Context: an optimization exercise on an open-source flow, tuned for small area. The choices shown serve that exercise and are no tape-out recipe. In this exercise RTL edits were held to simulation tests only and were not proved equivalent to the original. Power is estimated from default activity; no workload was simulated.

==> flow/design.v <==
package mips_trace_pkg;
  localparam int STAMP_WIDTH    = 16;
  localparam int REC_WORD_WIDTH = 32;
  localparam int REC_WIDTH = 1 + 2 * REC_WORD_WIDTH + STAMP_WIDTH;
endpackage
module trace_fifo_dual_push #(
  parameter int DEPTH = 16,
  parameter int RW    = 81
) (
  input  logic             clk_i,
  input  logic [DEPTH-1:0] we_i,
  input  logic [RW-1:0]    bus_e_i,
  input  logic [RW-1:0]    bus_o_i,
  input  logic [DEPTH-1:0] rsel_i,
  output logic [RW-1:0]    head_o
);
  logic [RW-1:0] mem_q [DEPTH];
  for (genvar i = 0; i < DEPTH; i++) begin : g_slot
    always_ff @(posedge clk_i) begin
      if (we_i[i]) mem_q[i] <= (i % 2 == 0) ? bus_e_i : bus_o_i;
    end
  end
  always_comb begin
    head_o = '0;
    for (int i = 0; i < DEPTH; i++) head_o = head_o | (mem_q[i] & {RW{rsel_i[i]}});
  end
endmodule
module mips_trace_capture #(
  parameter int DEPTH      = 16,
  parameter int WORD_WIDTH = 32
) (
  input  logic                    clk,
  input  logic                    reset,
  input  logic                    capture_en,
  input  logic                    MEM_WB_RegWrite,
  input  logic [4:0]              MEM_WB_RegisterRd,
  input  logic [WORD_WIDTH-1:0]   RegWriteData,
  input  logic                    EX_MEM_MemWrite,
  input  logic [WORD_WIDTH-1:0]   EX_MEM_ALU_result,
  input  logic [WORD_WIDTH-1:0]   EX_MEM_MemWriteData,
  output logic                    trace_valid,
  input  logic                    trace_ready,
  output logic [1:0]              trace_kind,
  output logic [WORD_WIDTH-1:0]   trace_addr,
  output logic [WORD_WIDTH-1:0]   trace_data,
  output logic [mips_trace_pkg::STAMP_WIDTH-1:0] trace_stamp,
  output logic [$clog2(DEPTH):0]  fifo_count,
  output logic [15:0]             overflow_cnt
);
  localparam int AW = $clog2(DEPTH);
  localparam int CW = AW + 1;
  localparam int SW = mips_trace_pkg::STAMP_WIDTH;
  localparam int RW = 1 + 2 * WORD_WIDTH + SW;
  logic [SW-1:0]    cycle_q;
  logic             valid_q;
  logic [15:0]      ovf_q;
  logic [16:0]      ovf_sum;
  logic [AW-1:0]    rd_q, wr;
  logic [CW-1:0]    count_q;
  logic             reg_ev, mem_ev, ev0, ev1, push0, push1, do_pop, nonempty;
  logic [CW-1:0]    count_d;
  logic [1:0]       dropped;
  logic             e_mem, o_mem;
  logic [RW-1:0]    bus_e, bus_o, head;
  logic [DEPTH-1:0] wdec, wdec1, we, rsel;
  assign reg_ev = capture_en && MEM_WB_RegWrite && (MEM_WB_RegisterRd != 5'd0);
  assign mem_ev = capture_en && EX_MEM_MemWrite;
  assign ev0      = reg_ev || mem_ev;
  assign ev1      = reg_ev && mem_ev;
  assign push0    = ev0 && !count_q[AW];
  assign push1    = ev1 && !count_q[AW] && (count_q[AW-1:0] != '1);
  assign nonempty = valid_q;
  assign do_pop   = trace_ready && nonempty;
  assign wr       = rd_q + count_q[AW-1:0];
  assign e_mem = wr[0] || !reg_ev;
  assign o_mem = !wr[0] || !reg_ev;
  assign bus_e = {e_mem, e_mem ? EX_MEM_ALU_result : WORD_WIDTH'(MEM_WB_RegisterRd),
                  e_mem ? EX_MEM_MemWriteData : RegWriteData, cycle_q};
  assign bus_o = {o_mem, o_mem ? EX_MEM_ALU_result : WORD_WIDTH'(MEM_WB_RegisterRd),
                  o_mem ? EX_MEM_MemWriteData : RegWriteData, cycle_q};
  always_comb begin
    for (int i = 0; i < DEPTH; i++) begin
      wdec[i] = (wr == AW'(i));
      wdec1[i] = (wr == AW'(i - 1));
      rsel[i] = nonempty && (rd_q == AW'(i));
    end
  end
  assign we = (wdec & {DEPTH{push0}}) | (wdec1 & {DEPTH{push1}});
  trace_fifo_dual_push #(.DEPTH(DEPTH), .RW(RW)) u_fifo (
    .clk_i   (clk),
    .we_i    (we),
    .bus_e_i (bus_e),
    .bus_o_i (bus_o),
    .rsel_i  (rsel),
    .head_o  (head)
  );
  assign count_d = count_q + CW'(push0) + CW'(push1) - CW'(do_pop);
  assign dropped = {1'b0, ev0 && !push0} + {1'b0, ev1 && !push1};
  assign ovf_sum = {1'b0, ovf_q} + 17'(dropped);
  always_ff @(posedge clk or posedge reset) begin
    if (reset) begin
      cycle_q <= '0;
      ovf_q   <= '0;
      rd_q    <= '0;
      count_q <= '0;
      valid_q <= 1'b0;
    end else begin
      cycle_q <= cycle_q + 1'b1;
      ovf_q   <= ovf_sum[16] ? 16'hFFFF : ovf_sum[15:0];
      rd_q    <= rd_q + AW'(do_pop);
      count_q <= count_d;
      valid_q <= (count_d != '0);
    end
  end
  assign trace_valid  = nonempty;
  assign trace_kind   = {1'b0, head[RW-1]};
  assign trace_addr   = head[RW-2 -: WORD_WIDTH];
  assign trace_data   = head[SW +: WORD_WIDTH];
  assign trace_stamp  = head[SW-1:0];
  assign fifo_count   = count_q;
  assign overflow_cnt = ovf_q;
endmodule
export LEC_CHECK = 0
export CAP_MARGIN = 20
export CORE_MARGIN = 2
export CORE_UTILIZATION = 40
export SLEW_MARGIN = 20
create_clock -name core_clock -period 6.0 [get_ports {clk}]
standard.sh (not shown) runs the stock make flow with config.mk's settings and CLKGATE_MAP_FILE= SYNTH_SCRIPT=/design/flow/synth_recipe.tcl, a recipe that flattens the netlist after the stock synthesis.
==> flow/flow/run.sh <==
#!/bin/bash
# Own layout flow: standard synthesis, an area re-map of its combinational logic (registers
# untouched), then the standard ORFS layout with small port buffers and a lighter clock tree.
set -euo pipefail
cd "$(dirname "$0")/.."
W=$PWD
R=$W/orfs/results/$FLOW_PLATFORM/mips_trace_capture/base
O=$W/orfs/objects/$FLOW_PLATFORM/mips_trace_capture/base
PLAT=$FLOW_HOME/platforms/$FLOW_PLATFORM

bash standard.sh synth > $W/synth.log 2>&1

cp $R/1_2_yosys.v $R/1_2_yosys_std.v
DU=$(sed -n '/DONT_USE_CELLS/,/^$/p' $PLAT/config.mk | grep -o "sky130_fd_sc_hd__[a-z0-9_]*" | sed 's/^/-dont_use /' | tr '\n' ' ')
if LIB=$PLAT/lib/sky130_fd_sc_hd__tt_025C_1v80.lib IN=$R/1_2_yosys_std.v OUT=$R/1_2_yosys_remap.v \
   TOP=$FLOW_TOP CONSTR=$O/abc.constr ABCSCRIPT=$W/flow/area.abc DONTUSE="$DU" \
   yosys -c $W/flow/remap.tcl > $W/remap.log 2>&1; then
  cp $R/1_2_yosys_remap.v $R/1_2_yosys.v
  rm -f $R/1_synth.odb $R/1_synth.sdc
else
  echo "remap failed; keeping the standard netlist" >> $W/remap.log
fi

export BUFFER_PORTS_ARGS="-buffer_cell sky130_fd_sc_hd__buf_1"
export CTS_ARGS="-sink_clustering_enable -repair_clock_nets -dont_use_dummy_load -buf_list sky130_fd_sc_hd__clkbuf_8 -sink_clustering_size 16 -sink_clustering_max_diameter 80"
bash standard.sh finish > $W/finish.log 2>&1
==> flow/flow/area.abc <==
strash
dch
amap
strash
dch
amap
topo
stime -c
==> flow/flow/remap.tcl <==
# Re-map the combinational logic of the standard synthesis netlist for area.
# Registers are black boxes here, so every register keeps its instance name and cell type.
# env: LIB IN OUT TOP CONSTR ABCSCRIPT DONTUSE
yosys -import
set lib $::env(LIB)
read_liberty -ignore_miss_func -ignore_buses $lib
blackbox sky130_fd_sc_hd__*df* sky130_fd_sc_hd__*dl* sky130_fd_sc_hd__conb_1
read_verilog $::env(IN)
hierarchy -top $::env(TOP)
tee -o $::env(OUT).before.stat stat -liberty $lib
flatten
opt_clean -purge
abc -script $::env(ABCSCRIPT) -liberty $lib -constr $::env(CONSTR) {*}$::env(DONTUSE)
opt_clean -purge
setundef -zero
hilomap -singleton -hicell sky130_fd_sc_hd__conb_1 HI -locell sky130_fd_sc_hd__conb_1 LO
splitnets
opt_clean -purge
tee -o $::env(OUT).stat stat -liberty $lib
write_verilog -noattr -noexpr -nohex -nodec $::env(OUT)
The starting point produced a clean layout.
Rerun with:
--- a/flow/flow/run.sh
+++ b/flow/flow/run.sh
@@ -25,2 +25,3 @@
 export CTS_ARGS="-sink_clustering_enable -repair_clock_nets -dont_use_dummy_load -buf_list sky130_fd_sc_hd__clkbuf_8 -sink_clustering_size 16 -sink_clustering_max_diameter 80"
+export RECOVER_POWER=100
 bash standard.sh finish > $W/finish.log 2>&1
==> flow/flow/area.abc (replaced) <==
strash
dch
amap
topo
stime -c
After rerunning:
- With this change the flow reached the layout checks and failed them: max-capacitance violations, max-slew violations
- final area decreases by 0.87%
- synthesized cell count grows by 0.93%
- routed wire length barely changes
- cell count hardly moves
- power falls by 2.6%
- global-route usage is about the same
- non-clock buffer count drops by 17
- utilization fell by 0.45 points
Rerun with:
--- a/flow/flow/run.sh
+++ b/flow/flow/run.sh
@@ -24,4 +24,2 @@
 export BUFFER_PORTS_ARGS="-buffer_cell sky130_fd_sc_hd__buf_1"
-export CTS_ARGS="-sink_clustering_enable -repair_clock_nets -dont_use_dummy_load -buf_list sky130_fd_sc_hd__clkbuf_8 -sink_clustering_size 16 -sink_clustering_max_diameter 80"
-export RECOVER_POWER=100
 bash standard.sh finish > $W/finish.log 2>&1
Effect: The changed run produced a clean layout. Global-route usage increases by 0.33 points. Total power increases by 16%. Synthesized cell count is unchanged. Area after synthesis does not change. Die area is unchanged.
Rerun with:
--- a/flow/flow/run.sh
+++ b/flow/flow/run.sh
@@ -24,2 +24,3 @@
 export BUFFER_PORTS_ARGS="-buffer_cell sky130_fd_sc_hd__buf_1"
+export CTS_ARGS="-sink_clustering_enable -repair_clock_nets -dont_use_dummy_load -buf_list sky130_fd_sc_hd__clkbuf_8 -sink_clustering_size 16 -sink_clustering_max_diameter 60"
 bash standard.sh finish > $W/finish.log 2>&1
CORE_UTILIZATION = 55   (was 40)
PLACE_DENSITY = 0.65   (was default)
Result: Sequential share of layout area increases by 4.4 points; via count stays flat; wire length went down by about 4%; setup slack gains 0.035 ns.
Rerun with:
CORE_UTILIZATION = 40   (was 55)
GPL_TIMING_DRIVEN = 0   (was default)
PLACE_DENSITY = default   (was 0.65)
Cell area goes up by 7.6%.
Hold slack gets worse by 0.22 ns.
Clock power goes up by about 3%.
Rerun with:
GPL_TIMING_DRIVEN = default   (was 0)
What happened: Worst setup slack improves by 0.22 ns; via count shrinks slightly; clock skew shrinks by 0.032 ns; count of clock-buffer cells in the layout shrinks by 1; fmax grows by a few percent; global-route usage hardly moves; utilization shrinks by 2.9 points.

[afterwards: timing with drivers on the ports]
The flow's constraints put no driver on any port. The routed layouts listed below were extracted and timed again, unchanged, in two steps.
Step 1 sets driving cells, clkbuf_16 on the clock port and buf_2 on the other inputs (assumed; they add their load-dependent delay and slew).
Step 2 also shifts input and output timing later by t, the mid clock arrival at the registers, as if the neighbouring blocks saw the same clock.
Three values: ideal ports, drivers, drivers and shift; two values: the first two.
run	shift t [ns]	setup WS [ns]	hold WS [ns]	worst setup path after step 2	worst data-port slew with drivers (ns)
the first run	0.805	0.525 / 0.458 / 0.898	0.552 / 0.510 / 0.552	input to register	0.08
the second run	0.805	0.211 / 0.151 / -0.561	0.530 / 0.530 / 0.530	input to register	0.17
the third run	0.816	0.387 / 0.313 / 1.129	0.518 / 0.518 / 0.518	register to output	0.15
the fourth run	0.783	0.422 / 0.350 / 1.133	0.551 / 0.551 / 0.551	register to output	0.05
the fifth run	0.826	0.148 / 0.081 / 0.907	0.329 / 0.283 / 0.537	register to output	0.09
the sixth run	0.818	0.369 / 0.304 / 1.122	0.519 / 0.512 / 0.519	register to output	0.17
The setup slack of the second run, which loses most, moves by -0.060 ns with the drivers and by -0.772 ns with both steps.
